This is an optimization exercise on Yosys and OpenROAD, whose aim is small area, a short achievable clock period and few clock cycles per item, not a production implementation.
At most, simulation tests tie the RTL to the original design; equivalence was not proved.

## qu_core
module qu_core
(
    input  logic                       clk,
    input  logic                       arst_n,
    input  logic                       instr_valid,
    input  logic [16-1:0] instr,
    input  logic                       schedule_en,
    output logic                       core_ready,
    output logic                       rob_full,
    output logic                       commit_valid,
    output logic [19-1:0]    commit
);
    logic                      op_free;
    logic                      is_valid;
    logic [25-1:0]        is_instr;
    logic [8-1:1]  rs1_sel;
    logic [8-1:1]  rs2_sel;
    logic [16-1:0] rs1_data;
    logic [16-1:0] rs2_data;
    startup_ctrl qu_startup_ctrl (
        .clk(clk),
        .arst_n(arst_n),
        .core_ready(core_ready)
    );
    front_end qu_front_end (
        .clk(clk),
        .arst_n(arst_n),
        .core_ready(core_ready),
        .instr_valid(instr_valid),
        .instr(instr),
        .op_free(op_free),
        .is_valid(is_valid),
        .is_instr(is_instr),
        .rob_full(rob_full)
    );
    rf qu_phy_rf (
        .clk(clk),
        .rs1_sel(rs1_sel),
        .rs2_sel(rs2_sel),
        .rs1_data(rs1_data),
  ...
For scale: roughly 1400 cells after synthesis, ~42 I/O pins.
export LEC_CHECK = 0
export ABC_AREA = 1
export CAP_MARGIN = 20
export CORE_MARGIN = 2
export CORE_UTILIZATION = 72
export CTS_CLUSTER_DIAMETER = 70
export CTS_CLUSTER_SIZE = 20
export PLACE_DENSITY = 0.82
export SETUP_SLACK_MARGIN = 3.0
export SLEW_MARGIN = 20
create_clock -name core_clock -period 5.5 [get_ports {clk}]
run.sh (not shown) runs the stock make flow with config.mk's settings and CLKGATE_MAP_FILE= SYNTH_SCRIPT=/design/flow/synth_recipe.tcl, a recipe that flattens the netlist after the stock synthesis.
The starting point ran to the end with no violations.
Testbench counts at the start, summed over its fixed seeds: cycles 16,024, items 16,000.
Rerun with:
CORE_UTILIZATION = 65   (was 72)
CTS_CLUSTER_DIAMETER = 100   (was 70)
CTS_CLUSTER_SIZE = 30   (was 20)
PLACE_DENSITY = 0.75   (was 0.82)
SETUP_SLACK_MARGIN = 3.3   (was 3.0)
Outcome: Wire length went up by 5.7%. Critical path depth rises by 2. Global-route usage falls by 2.7 points. Flip-flop and latch count stays the same. Hold slack gets better by 0.059 ns. Clock skew grows by 0.0043 ns. Maximum frequency rose by 5.2%.
Rerun with:
CTS_CLUSTER_DIAMETER = 70   (was 100)
CTS_CLUSTER_SIZE = 20   (was 30)
SETUP_SLACK_MARGIN = 2.8   (was 3.3)
After rerunning:
- The new run ran to the end with no violations
- final cell count decreases by a few percent
- wire length decreases by about a fifth
- cell area decreases by a little under a tenth
- die area is unchanged
- worst hold slack is worse by 0.048 ns
- via count decreases by a little under a tenth
- sequential share of layout area increases by 3.9 points
- global-route usage decreases by 2.5 points
Rerun with:
CORE_UTILIZATION = 52   (was 65)
PLACE_DENSITY = 0.65   (was 0.75)
SETUP_SLACK_MARGIN = 3.3   (was 2.8)
Result: Cell count is higher by 10%; non-clock buffer count grows by 108; critical path depth increases by 9; flip-flop and latch count stays the same.

---

qu_core, a different RTL version from the one above (not shown whole).
Size: roughly 1000 cells after synthesis.
Settings: LEC_CHECK=0, ABC_CLOCK_PERIOD_IN_PS=2500, CAP_MARGIN=20, CORE_MARGIN=2, CORE_UTILIZATION=40, SETUP_SLACK_MARGIN=3.0, SLEW_MARGIN=20; clock period 5.5 ns.
Testbench counts at the start, summed over its fixed seeds: cycles 16,016, items 16,000.
Edit:
ABC_CLOCK_PERIOD_IN_PS = default   (was 2500)
SETUP_SLACK_MARGIN = default   (was 3.0)
What happened: Worst setup slack is worse by 770 ps; area after synthesis does not change; critical path depth decreases by 2; via count decreases by 4.2%.
Edit:
ABC_CLOCK_PERIOD_IN_PS = 2000   (was default)
SETUP_SLACK_MARGIN = 3.3   (was default)
Outcome: The changed run went through all stages and came out clean; routed wire length rose by 6.3%; worst setup slack gains 630 ps; via count rose by 5.1%; worst hold slack gains 19 ps; area after synthesis does not change; global-route usage rose by 0.88 points; clock-buffer cell count fell by 5; critical path depth fell by 1.

---

qu_core with an RTL version that a note above also has.
Size in the first run: ~1400 cells after synthesis, ~42 I/O pins, roughly 14000 µm² of cells after synthesis.
clock: 5.5 ns
lec_check: 0
abc_area: 1
cap_margin: 20
core_margin: 2
core_utilization: 65
cts_cluster_diameter: 70
cts_cluster_size: 20
place_density: 0.75
setup_slack_margin: 3.15
slew_margin: 20
The first run produced a clean layout.
Testbench counts at the start, summed over its fixed seeds: cycles 16,024, items 16,000.
Then changed:
Settings changed: SETUP_SLACK_MARGIN 3.15 to 3.0.
Effect: The new run ran to the end with no violations; sequential share of layout area goes up by 1.7 points; first-iteration DRC count is lower by about 4%; global-route usage fell by 1.1 points; final cell count falls by about 1.7%; utilization fell by 2.5 points; flip-flop and latch count is unchanged; routed wire length fell by 2.1%; maximum frequency came out higher by 5.9%; synthesized area is unchanged; count of clock-buffer cells in the layout goes up by 1.

---

job 101:
qu_core, a different RTL version from the one above (not shown whole).
Size: roughly 300 flip-flops, roughly 14,000 sq um of cells after synthesis.
Settings: LEC_CHECK=0, ABC_AREA=1, CAP_MARGIN=20, CORE_MARGIN=2, CORE_UTILIZATION=60, CTS_CLUSTER_DIAMETER=70, CTS_CLUSTER_SIZE=20, PLACE_DENSITY=0.72, SETUP_SLACK_MARGIN=3.4, SLEW_MARGIN=20; clock period 5.5 ns.
standard.sh (not shown) runs the stock make flow with config.mk's settings and CLKGATE_MAP_FILE= SYNTH_SCRIPT=/design/flow/synth_recipe.tcl, a recipe that flattens the netlist after the stock synthesis.
==> flow/flow/run.sh <==
#!/bin/bash
set -euo pipefail
bash standard.sh cts > standard_cts.log 2>&1
bash standard.sh SETUP_SLACK_MARGIN=3.2 finish > standard_finish.log 2>&1
Looking at the reports, job 101 completed the entire flow and the layout it produced met the timing, design-rule and antenna checks.
Testbench counts of job 101, summed over its fixed seeds: cycles 16,024, items 16,000.
[inputs] job 102 vs job 101
diff --git a/flow/config.mk b/flow/config.mk
--- a/flow/config.mk
+++ b/flow/config.mk
@@ -11 +11 @@
-export CORE_UTILIZATION = 60
+export CORE_UTILIZATION = 65
@@ -14 +14 @@
-export PLACE_DENSITY = 0.72
+export PLACE_DENSITY = 0.75
### Flow results
- Diff job 101..job 102 | final cell count | negligible
- Summary of job 102 over job 101: share of async-settable or async-resettable flops after synthesis shows no meaningful change, non-clock buffering overhead in the final layout went up.

---

qu_core, a different RTL version from the one above (not shown whole).
For scale: roughly 910 cells after synthesis, about 260 flip-flops, ~42 I/O pins.
export LEC_CHECK = 0
export CAP_MARGIN = 20
export CORE_MARGIN = 2
export CORE_UTILIZATION = 40
export SETUP_SLACK_MARGIN = 3.3
export SLEW_MARGIN = 20
create_clock -name core_clock -period 5.5 [get_ports {clk}]
run.sh (not shown) runs the stock make flow with config.mk's settings and CLKGATE_MAP_FILE= SYNTH_SCRIPT=/design/flow/synth_recipe.tcl, a recipe that flattens the netlist after the stock synthesis.
Stock flow here: none of the scripts above is used.
The starting point finished clean.
==> next run, changes <==
CORE_UTILIZATION = 55   (was 40)
PLACE_DENSITY = 0.7   (was default)
TNS_END_PERCENT = 100   (was default)
The changed run produced a clean layout.
Cell count came out lower by 7.9%.
Setup slack is worse by 0.075 ns.
Non-clock buffer count came out lower by 7.
Global-route usage came out higher by 7.3 points.
Via count came out higher by 2.2%.
Function was not checked in any run of this note: the RTL went through the layout flow alone.

---

== run a ==
qu_core, a different RTL version from the one above (not shown whole).
For scale: roughly 1,400 cells after synthesis, ~300 flip-flops, roughly 14,000 um^2 of cells after synthesis.
## qu_core
module qu_core
(
    input  logic                       clk,
    input  logic                       arst_n,
    input  logic                       instr_valid,
    input  logic [16-1:0] instr,
    input  logic                       schedule_en,
    output logic                       core_ready,
    output logic                       rob_full,
    output logic                       commit_valid,
    output logic [19-1:0]    commit
);
Settings: LEC_CHECK=0, ABC_AREA=1, CAP_MARGIN=20, CORE_MARGIN=2, CORE_UTILIZATION=65, CTS_CLUSTER_DIAMETER=70, CTS_CLUSTER_SIZE=20, PLACE_DENSITY=0.75, SETUP_SLACK_MARGIN=3.4, SLEW_MARGIN=20; clock period 5.5 ns.
Testbench counts of run a, summed over its fixed seeds: cycles 16,024, items 16,000.
The following lists how run b was set up differently from run a:
==> flow/flow/run.sh (new file) <==
#!/bin/bash
set -euo pipefail
bash standard.sh SKIP_INCREMENTAL_REPAIR=1 finish > standard.log 2>&1
==> flow/standard.sh (new file) <==
#!/bin/bash
# synth_recipe.tcl (not shown) runs the flow's synth.tcl, then flattens the netlist and writes it again
# the make line also repeats each setting of config.mk as NAME=value (left out here)
make -C /OpenROAD-flow-scripts/flow DESIGN_CONFIG=/design/flow/config.mk WORK_HOME=/design/flow/orfs CLKGATE_MAP_FILE= SYNTH_SCRIPT=/design/flow/synth_recipe.tcl "${@:-finish}"
removed: flow/run.sh
### Flow results
Run a -> run b: non-clock buffer count decreased by more than a quarter
Diff run a -> run b: number of vias in the routed layout lost 1,124, core utilization went down by 8.2 points.

---

Another version of the RTL of qu_core (not shown whole).
Size in the first run: about 42 I/O pins.
==> flow/config.mk <==
export PLATFORM = sky130hd
export DESIGN_NAME = qu_core
export DESIGN_NICKNAME = qu_core
export VERILOG_FILES = /design/flow/design.v
export SDC_FILE = /design/flow/constraint.sdc
export NUM_CORES = 4
export LEC_CHECK = 0
export ABC_AREA = 1
export CAP_MARGIN = 20
export CORE_MARGIN = 2
export CORE_UTILIZATION = 52
export CTS_CLUSTER_DIAMETER = 70
export CTS_CLUSTER_SIZE = 20
export PLACE_DENSITY = 0.65
export SETUP_SLACK_MARGIN = 3.3
export SLEW_MARGIN = 20
==> flow/constraint.sdc <==
create_clock -name core_clock -period 5.5 [get_ports {clk}]
set_input_delay 1.1000 -clock core_clock [delete_from_list [all_inputs] [get_ports {clk}]]
set_output_delay 1.1000 -clock core_clock [all_outputs]
set_load 0.01 [all_outputs]
Stock flow here: none of the scripts above is used.
The first run completed without violations.
Testbench counts at the start, summed over its fixed seeds: cycles 16,024, items 16,000.
Edit:
- CORE_UTILIZATION: 52 -> 65
- PLACE_DENSITY: 0.65 -> 0.75
- SETUP_SLACK_MARGIN: 3.3 -> 3.0
The new run completed with no timing, DRC or antenna violations.
Utilization climbs by 7.9 points.
Via count drops by 4.9%.
Maximum frequency drops by 6.8%.
Global-route usage climbs by 6.0 points.
Setup slack is worse by 0.18 ns.

-- what the ideal ports hide --
Ports are ideal in the flow. The routed layouts listed here were re-timed in OpenROAD. Step 1 sets driving cells, clkbuf_16 on the clock port and buf_2 on the other inputs (assumed; they add their load-dependent delay and slew). Step 2 adds t to the input delays and takes it off the output delays; t is the mean of the earliest and latest rising clock arrival at the registers after step 1. Input paths then give back, and output paths get back, about the clock's delay inside the block. Three values: ideal ports, drivers, drivers and shift; two values: the first two.
run | t, ns | setup slack, ns | worst register clock-pin slew, ns
the first run of note 1 | 0.553 | 2.902 / 2.902 / 2.598 | 0.09 / 0.09
the second run of note 1 | 0.534 | 3.031 / 3.031 / 2.838 | 0.12 / 0.12
the third run of note 1 | 0.546 | 2.846 / 2.798 / 2.453 | 0.09 / 0.09
the fourth run of note 1 | 0.566 | 2.933 / 2.933 / 2.760 | 0.09 / 0.09
the first run of note 2 | 0.597 | 1.155 / 1.155 / 1.155 | 0.06 / 0.06
the second run of note 2 | 0.592 | 0.388 / 0.388 / 0.388 | 0.07 / 0.07
the third run of note 2 | 0.585 | 1.019 / 1.019 / 1.019 | 0.07 / 0.07
the first run of note 3 | 0.563 | 2.880 / 2.880 / 2.673 | 0.09 / 0.09
the second run of note 3 | 0.550 | 3.027 / 3.027 / 2.640 | 0.09 / 0.09
job 101 | 0.556 | 3.278 / 3.268 / 2.741 | 0.09 / 0.09
job 102 | 0.564 | 3.226 / 3.226 / 2.759 | 0.09 / 0.09
the first run of note 5 | 0.605 | 1.728 / 1.728 / 1.728 | 0.06 / 0.06
the second run of note 5 | 0.597 | 1.654 / 1.654 / 1.654 | 0.06 / 0.06
run a | 0.569 | 3.167 / 3.167 / 2.723 | 0.10 / 0.10
run b | 0.558 | 3.206 / 3.203 / 2.692 | 0.09 / 0.09
the first run of note 7 | 0.566 | 3.098 / 3.098 / 2.596 | 0.09 / 0.09
the second run of note 7 | 0.557 | 2.922 / 2.922 / 2.601 | 0.09 / 0.09
After both steps setup and hold are still met in every run listed. The setup slack of job 101, which loses most, moves by -0.010 ns with the drivers and by -0.537 ns with both steps.
